This is an optimization exercise on Yosys and OpenROAD, whose aim is small area, a short achievable clock period and few clock cycles, not a production implementation.
Power is estimated from default activity; no workload was simulated.

==> run a <==
Design transpose_pingpong, start of the top module:
module transpose_pingpong #(
  parameter  int VALUE_WIDTH     = 17,
  parameter  int N               = 8,
  localparam int AXIS_DATA_WIDTH = 8 * ((VALUE_WIDTH - 1) / 8 + 1)
) (
  input  logic                       i_clk,
  input  logic                       i_aresetn,
  input  logic                       i_axis_TVALID,
  output logic                       o_axis_TREADY,
  input  logic [AXIS_DATA_WIDTH-1:0] i_axis_TDATA,
  input  logic                       i_axis_TLAST,
  output logic                       o_axis_TVALID,
  input  logic                       i_axis_TREADY,
  output logic [AXIS_DATA_WIDTH-1:0] o_axis_TDATA,
  output logic                       o_axis_TLAST,
  output logic                       o_tlast_err
);
==> module transpose_pingpong, before the edit <==
module transpose_pingpong #(
  parameter  int VALUE_WIDTH     = 17,
  parameter  int N               = 8,
  localparam int AXIS_DATA_WIDTH = 8 * ((VALUE_WIDTH - 1) / 8 + 1)
) (
  input  logic                       i_clk,
  input  logic                       i_aresetn,
  input  logic                       i_axis_TVALID,
  output logic                       o_axis_TREADY,
  input  logic [AXIS_DATA_WIDTH-1:0] i_axis_TDATA,
  input  logic                       i_axis_TLAST,
  output logic                       o_axis_TVALID,
  input  logic                       i_axis_TREADY,
  output logic [AXIS_DATA_WIDTH-1:0] o_axis_TDATA,
  output logic                       o_axis_TLAST,
  output logic                       o_tlast_err
);
  localparam int VW    = VALUE_WIDTH;
  localparam int DEPTH = N * N;        
  localparam int AW    = $clog2(DEPTH);
  localparam int D1   = 7;
  localparam int D2   = 14;
  localparam int D3   = 28;
  localparam int TAIL = DEPTH - 3 - D1 - D2 - D3;    
  logic pad_unused;
  assign pad_unused = ^i_axis_TDATA;
  logic [AW-1:0] cnt;         
  logic          fpar;        
  logic [AW-1:0] cnt_n;
  logic          fpar_n;
  logic          s1, s2, s3;  
  logic [AW-1:0] q2, q3;
  assign cnt_n  = cnt + 1'b1;
  assign q2     = cnt - AW'(D1 + 1);
  assign q3     = cnt - AW'(D1 + D2 + 2);
  assign fpar_n = fpar ^ (&cnt);
  logic [VW-1:0] ring_in;
  logic [VW-1:0] p0, p1, p2;
  logic [VW-1:0] b1 [D1];
  logic [VW-1:0] b2 [D2];
  logic [VW-1:0] b3 [D3];
  logic [VW-1:0] tl [TAIL];
  logic [VW-1:0] y1, y2, y3;
  logic [VW-1:0] ring_out;    
  logic [VW-1:0] ring_next;   
  assign y1 = s1 ? p0 : b1[D1-1];
  assign y2 = s2 ? p1 : b2[D2-1];
  assign y3 = s3 ? p2 : b3[D3-1];
  assign ring_out  = tl[TAIL-1];
  assign ring_next = tl[TAIL-2];
  always_ff @(posedge i_clk) begin
    p0    <= ring_in;
    b1[0] <= s1 ? b1[D1-1] : p0;
    for (int i = 1; i < D1; i++) b1[i] <= b1[i-1];
    p1    <= y1;
    b2[0] <= s2 ? b2[D2-1] : p1;
    for (int i = 1; i < D2; i++) b2[i] <= b2[i-1];
    p2    <= y2;
    b3[0] <= s3 ? b3[D3-1] : p2;
    for (int i = 1; i < D3; i++) b3[i] <= b3[i-1];
    tl[0] <= y3;
    for (int i = 1; i < TAIL; i++) tl[i] <= tl[i-1];
  end
  logic [AW-1:0] wp;          
  logic          wpar;        
  logic          have_out;    
  logic [AW-1:0] rp;          
  logic          rpar;        
  logic          ready_q;
  logic          accept;
  logic          load;
  logic          w_last;
  logic          r_last;
  logic [VW-1:0] o_value;
  logic          cnt_last;    
  logic          beat_next;   
  logic          eq_next;     
  logic          sink_free;
  logic          a_last;
  logic [3:0]    rdy_case;    
  logic          ready_n;
  assign o_axis_TREADY = ready_q;
  assign ring_in   = ready_q ? i_axis_TDATA[VW-1:0] : ring_out;
  assign accept    = i_axis_TVALID && ready_q;
  assign w_last    = &wp;
  assign r_last    = &rp;
  assign cnt_last  = &cnt;
  assign sink_free = !o_axis_TVALID || i_axis_TREADY;
  assign a_last    = accept && w_last;
  assign beat_next = have_out && (cnt_n == rp) && (fpar_n == rpar);
  assign load      = (beat_next || a_last) && sink_free;
  assign eq_next = (wp == cnt_n);
  always_comb begin
    logic par_ok;
    logic gone;
    par_ok = (wp == '0) ? (!have_out || (fpar_n == rpar)) : (fpar_n == wpar);
    gone   = have_out && r_last;
    rdy_case[0] = eq_next && par_ok && (!have_out || (cnt_n < rp));
    rdy_case[1] = eq_next && ((wp == '0) ? ((!have_out || gone) || (fpar_n == rpar)) : (fpar_n == wpar)) &&
                  (!have_out || gone || (cnt_n <= rp));
    rdy_case[2] = !w_last && (!have_out || (cnt_n < rp));
    rdy_case[3] = w_last || !have_out || gone || (cnt_n <= rp);
  end
  assign ready_n = rdy_case[{accept, load}];
  always_ff @(posedge i_clk or negedge i_aresetn) begin
    if (!i_aresetn) begin
      cnt         <= '0;
      fpar        <= 1'b0;
      s1          <= 1'b0;
      s2          <= 1'b0;
      s3          <= 1'b0;
      wp          <= '0;
      wpar        <= 1'b0;
      rp          <= '0;
      rpar        <= 1'b0;
      have_out    <= 1'b0;
      ready_q     <= 1'b1;
      o_tlast_err <= 1'b0;
    end else begin
      cnt         <= cnt_n;
      fpar        <= fpar_n;
      s1          <= cnt[3] & ~cnt[0];
      s2          <= q2[4] & ~q2[1];
      s3          <= q3[5] & ~q3[2];
      ready_q     <= ready_n;
      o_tlast_err <= accept && (i_axis_TLAST != w_last);
      if (accept) begin
        if (wp == '0) wpar <= fpar;
        wp <= wp + 1'b1;
      end
      if (a_last) begin
        have_out <= 1'b1;
        rpar     <= ~wpar;
        rp       <= AW'(load);
      end else if (load) begin
        rp <= rp + 1'b1;
        if (r_last) have_out <= 1'b0;
      end
    end
  end
  always_ff @(posedge i_clk) begin
    if (load) o_value <= ring_next;
  end
  always_ff @(posedge i_clk or negedge i_aresetn) begin
    if (!i_aresetn) begin
      o_axis_TVALID <= 1'b0;
      o_axis_TLAST  <= 1'b0;
    end else if (load) begin
      o_axis_TVALID <= 1'b1;
      o_axis_TLAST  <= r_last;
    end else if (i_axis_TREADY) begin
      o_axis_TVALID <= 1'b0;
      o_axis_TLAST  <= 1'b0;
    end
  end
  assign o_axis_TDATA = {{(AXIS_DATA_WIDTH - VW){o_value[VW-1]}}, o_value};
endmodule
==> flow/config.mk <==
export PLATFORM = sky130hd
export DESIGN_NAME = transpose_pingpong
export DESIGN_NICKNAME = transpose_pingpong
export VERILOG_FILES = /design/flow/design.v
export SDC_FILE = /design/flow/constraint.sdc
export NUM_CORES = 4
export LEC_CHECK = 0
export CAP_MARGIN = 20
export CORE_MARGIN = 2
export CORE_UTILIZATION = 40
export PLACE_DENSITY = 0.6
export SETUP_SLACK_MARGIN = 2.0
export SLEW_MARGIN = 20
==> flow/constraint.sdc <==
create_clock -name core_clock -period 4.0 [get_ports {i_clk}]
set_input_delay 0.8000 -clock core_clock [delete_from_list [all_inputs] [get_ports {i_clk}]]
set_output_delay 0.8000 -clock core_clock [all_outputs]
set_load 0.01 [all_outputs]
run.sh (not shown) runs the stock make flow with config.mk's settings and CLKGATE_MAP_FILE= SYNTH_SCRIPT=/design/flow/synth_recipe.tcl, a recipe that flattens the netlist after the stock synthesis.
==> inputs of run b, as changes to run a <==
--- a/flow/design.v
+++ b/flow/design.v
@@ -26,12 +26,10 @@
   assign pad_unused = ^i_axis_TDATA;
-  logic [AW-1:0] cnt;         
+  logic [AW-1:0] c1, c2;
   logic          fpar;        
-  logic [AW-1:0] cnt_n;
-  logic          fpar_n;
+  logic          fp1, fp2;    
   logic          s1, s2, s3;  
-  logic [AW-1:0] q2, q3;
-  assign cnt_n  = cnt + 1'b1;
-  assign q2     = cnt - AW'(D1 + 1);
-  assign q3     = cnt - AW'(D1 + D2 + 2);
-  assign fpar_n = fpar ^ (&cnt);
+  logic [AW-1:0] q1, q2, q3;
+  assign q1 = c1 - AW'(1);
+  assign q2 = c1 - AW'(D1 + 2);
+  assign q3 = c1 - AW'(D1 + D2 + 3);
   logic [VW-1:0] ring_in;
@@ -69,2 +67,3 @@
   logic          ready_q;
+  logic          nready_q;    
   logic          accept;
@@ -74,9 +73,12 @@
   logic [VW-1:0] o_value;
-  logic          cnt_last;    
-  logic          beat_next;   
+  logic          bn_q;        
   logic          eq_next;     
+  logic [AW-1:0] dd;          
   logic          sink_free;
   logic          a_last;
+  logic          x_next;
   logic [3:0]    rdy_case;    
   logic          ready_n;
+  logic          bn_n;
+  assign ready_q       = !nready_q;
   assign o_axis_TREADY = ready_q;
@@ -86,24 +88,38 @@
   assign r_last    = &rp;
-  assign cnt_last  = &cnt;
   assign sink_free = !o_axis_TVALID || i_axis_TREADY;
   assign a_last    = accept && w_last;
-  assign beat_next = have_out && (cnt_n == rp) && (fpar_n == rpar);
-  assign load      = (beat_next || a_last) && sink_free;
-  assign eq_next = (wp == cnt_n);
+  assign load = (bn_q || a_last) && sink_free;
+  assign x_next = have_out && (c2 == rp) && (fp2 == rpar);
+  assign bn_n   = load ? !r_last : (x_next && !a_last);
   always_comb begin
-    logic par_ok;
     logic gone;
-    par_ok = (wp == '0) ? (!have_out || (fpar_n == rpar)) : (fpar_n == wpar);
-    gone   = have_out && r_last;
-    rdy_case[0] = eq_next && par_ok && (!have_out || (cnt_n < rp));
-    rdy_case[1] = eq_next && ((wp == '0) ? ((!have_out || gone) || (fpar_n == rpar)) : (fpar_n == wpar)) &&
-                  (!have_out || gone || (cnt_n <= rp));
-    rdy_case[2] = !w_last && (!have_out || (cnt_n < rp));
-    rdy_case[3] = w_last || !have_out || gone || (cnt_n <= rp);
+    logic lt, lt1;
+    gone = have_out && r_last;
+    lt   = (dd != '0);        
+    lt1  = (dd[AW-1:1] != '0);  
+    rdy_case[0] = eq_next && (!have_out || lt) &&
+                  ((wp == '0) ? (!have_out || (fp1 == rpar)) : (fp1 == wpar));
+    rdy_case[1] = eq_next &&
+                  ((wp == '0) ? (!have_out || gone || (fp1 == rpar)) : (fp1 == wpar));
+    rdy_case[2] = !w_last && (!have_out || lt1);
+    rdy_case[3] = w_last || !have_out || gone || lt;
   end
-  assign ready_n = rdy_case[{accept, load}];
+  logic [3:0] rdy_late;       
+  always_comb begin
+    logic fr0, fr1;           
+    fr0 = !o_axis_TVALID;
+    fr1 = 1'b1;
+    rdy_late[0] = rdy_case[{1'b0, bn_q && fr0}];
+    rdy_late[1] = rdy_case[{1'b0, bn_q && fr1}];
+    rdy_late[2] = rdy_case[{ready_q, (bn_q || (ready_q && w_last)) && fr0}];
+    rdy_late[3] = rdy_case[{ready_q, (bn_q || (ready_q && w_last)) && fr1}];
+  end
+  assign ready_n = rdy_late[{i_axis_TVALID, i_axis_TREADY}];
   always_ff @(posedge i_clk or negedge i_aresetn) begin
     if (!i_aresetn) begin
-      cnt         <= '0;
+      c1          <= AW'(1);
+      c2          <= AW'(2);
       fpar        <= 1'b0;
+      fp1         <= 1'b0;
+      fp2         <= 1'b0;
       s1          <= 1'b0;
@@ -116,11 +132,22 @@
       have_out    <= 1'b0;
-      ready_q     <= 1'b1;
+      bn_q        <= 1'b0;
+      eq_next     <= 1'b0;
+      dd          <= '0;
+      nready_q    <= 1'b0;
       o_tlast_err <= 1'b0;
     end else begin
-      cnt         <= cnt_n;
-      fpar        <= fpar_n;
-      s1          <= cnt[3] & ~cnt[0];
+      c1          <= c2;
+      c2          <= c2 + 1'b1;
+      fpar        <= fp1;
+      fp1         <= fp2;
+      fp2         <= fp2 ^ (&c2);
+      s1          <= q1[3] & ~q1[0];
       s2          <= q2[4] & ~q2[1];
       s3          <= q3[5] & ~q3[2];
-      ready_q     <= ready_n;
+      bn_q        <= bn_n;
+      eq_next     <= !accept && (wp == c2);
+      if (a_last)             dd <= AW'(load);
+      else if (load && !accept) dd <= dd + 1'b1;
+      else if (accept && !load) dd <= dd - 1'b1;
+      nready_q    <= !ready_n;
       o_tlast_err <= accept && (i_axis_TLAST != w_last);
@@ -141,3 +168,10 @@
   always_ff @(posedge i_clk) begin
-    if (load) o_value <= ring_next;
+    if (sink_free) begin
+      o_value      <= ring_next;
+      o_axis_TLAST <= r_last;
+    end
+  end
+  logic o_sign;
+  always_ff @(posedge i_clk) begin
+    o_sign <= sink_free ? ring_next[VW-1] : o_value[VW-1];
   end
@@ -146,12 +180,7 @@
       o_axis_TVALID <= 1'b0;
-      o_axis_TLAST  <= 1'b0;
-    end else if (load) begin
-      o_axis_TVALID <= 1'b1;
-      o_axis_TLAST  <= r_last;
-    end else if (i_axis_TREADY) begin
-      o_axis_TVALID <= 1'b0;
-      o_axis_TLAST  <= 1'b0;
+    end else if (sink_free) begin
+      o_axis_TVALID <= load;
     end
   end
-  assign o_axis_TDATA = {{(AXIS_DATA_WIDTH - VW){o_value[VW-1]}}, o_value};
+  assign o_axis_TDATA = {{(AXIS_DATA_WIDTH - VW + 1){o_sign}}, o_value[VW-2:0]};
 endmodule
--- a/flow/config.mk
+++ b/flow/config.mk
@@ -7,6 +7,10 @@
 export LEC_CHECK = 0
+export ABC_CLOCK_PERIOD_IN_PS = 2000
 export CAP_MARGIN = 20
 export CORE_MARGIN = 2
-export CORE_UTILIZATION = 40
-export PLACE_DENSITY = 0.6
+export CORE_UTILIZATION = 60
+export CTS_BUF_LIST = sky130_fd_sc_hd__clkbuf_16 sky130_fd_sc_hd__clkbuf_8
+export CTS_CLUSTER_DIAMETER = 70
+export CTS_CLUSTER_SIZE = 36
+export PLACE_DENSITY = 0.75
 export SETUP_SLACK_MARGIN = 2.0
==> summary.txt <==
| item | run b | run a |
|---|---|---|
| Outcome | timing/DRC/antenna clean | timing/DRC/antenna clean |
| Met1 usage | 0.2056 | 0.1338 |
| Dpl cell area | 27190 um^2 | 26840 um^2 |
| DIE AREA | 45230 um^2 | 65470 um^2 |
| Sequential group power | 0.0121 W | 0.0113 W |
| Compound-gate portion of the synthesized area | 0.009529 | 0.006558 |
| Number of clock-tree buffers in the layout | 41 | 133 |
| Actual transition at the worst max-transition pin | 0.9782 ns | 0.5832 ns |
| Repair and plain buffers | 73 | 79 |
| Number of placed instances with taps included | 2072 | 2283 |
| Layout non-clock buf frac | 0.02002 | 0.02194 |
| Cell area after layout | 28500 um^2 | 30560 um^2 |
| Critical path launch point | nready_q$_DFF_PN0_ | cnt[3]$_DFF_PN0_ |
| Last weighted congestion value of the routability-driven placer | 0.7798 | 0.7570 |
| Post-DR vias/cell | 4.464 | 3.911 |
| Routed length per placed instance | 14.33 um | 12.40 um |
| Fraction of post-synthesis cell area in the top cell type by area | 0.8344 | 0.8583 |
| Chip Width | 212.7 um | 255.9 um |
| Number of cells upsized or downsized after cts | 132 | 136 |
| Fraction of the cycle the final worst path needs | 0.5195 | 0.6583 |
| Clk latency of the worst-skew pair | 0.61 ns | 0.66 ns |
| Worst-case vdd ir drop | 0.3892 mV | 0.3844 mV |
| Layout cell share with drive strength beyond 1 | 0.1595 | 0.2247 |
| WP data required | 3.20 ns | 4.58 ns |
No run of this note included a check of the RTL's function; only the layout flow was run.

what the ideal ports hide:
No port has a modelled driver above. Below, the same layouts with a new extraction and two added sets of constraints.
Step 1 (the two cells are an assumption about what drives the block):
set clk [get_ports {i_clk}]
set_driving_cell -lib_cell sky130_fd_sc_hd__clkbuf_16 $clk
set_driving_cell -lib_cell sky130_fd_sc_hd__buf_2 [delete_from_list [all_inputs] $clk]
Step 2 moves the port delays by t, midway between the first and last clock arrival at a register: inputs arrive t later, outputs are due t later. That takes back most of the time a late clock gives input paths.
Three values: ideal ports, drivers, drivers and shift; two values: the first two.
run | t, ns | slack for setup (ns) | latest minus earliest clock arrival (ns) | pins driven straight from the clock port
run a | 0.700 | 1.367 / 1.367 / 0.917 | 0.058 / 0.058 | 1
run b | 0.639 | 1.922 / 1.865 / 1.415 | 0.047 / 0.047 | 1
After both steps setup and hold are still met in every run listed. The setup slack of run b, which loses most, moves by -0.057 ns with the drivers and by -0.507 ns with both steps.
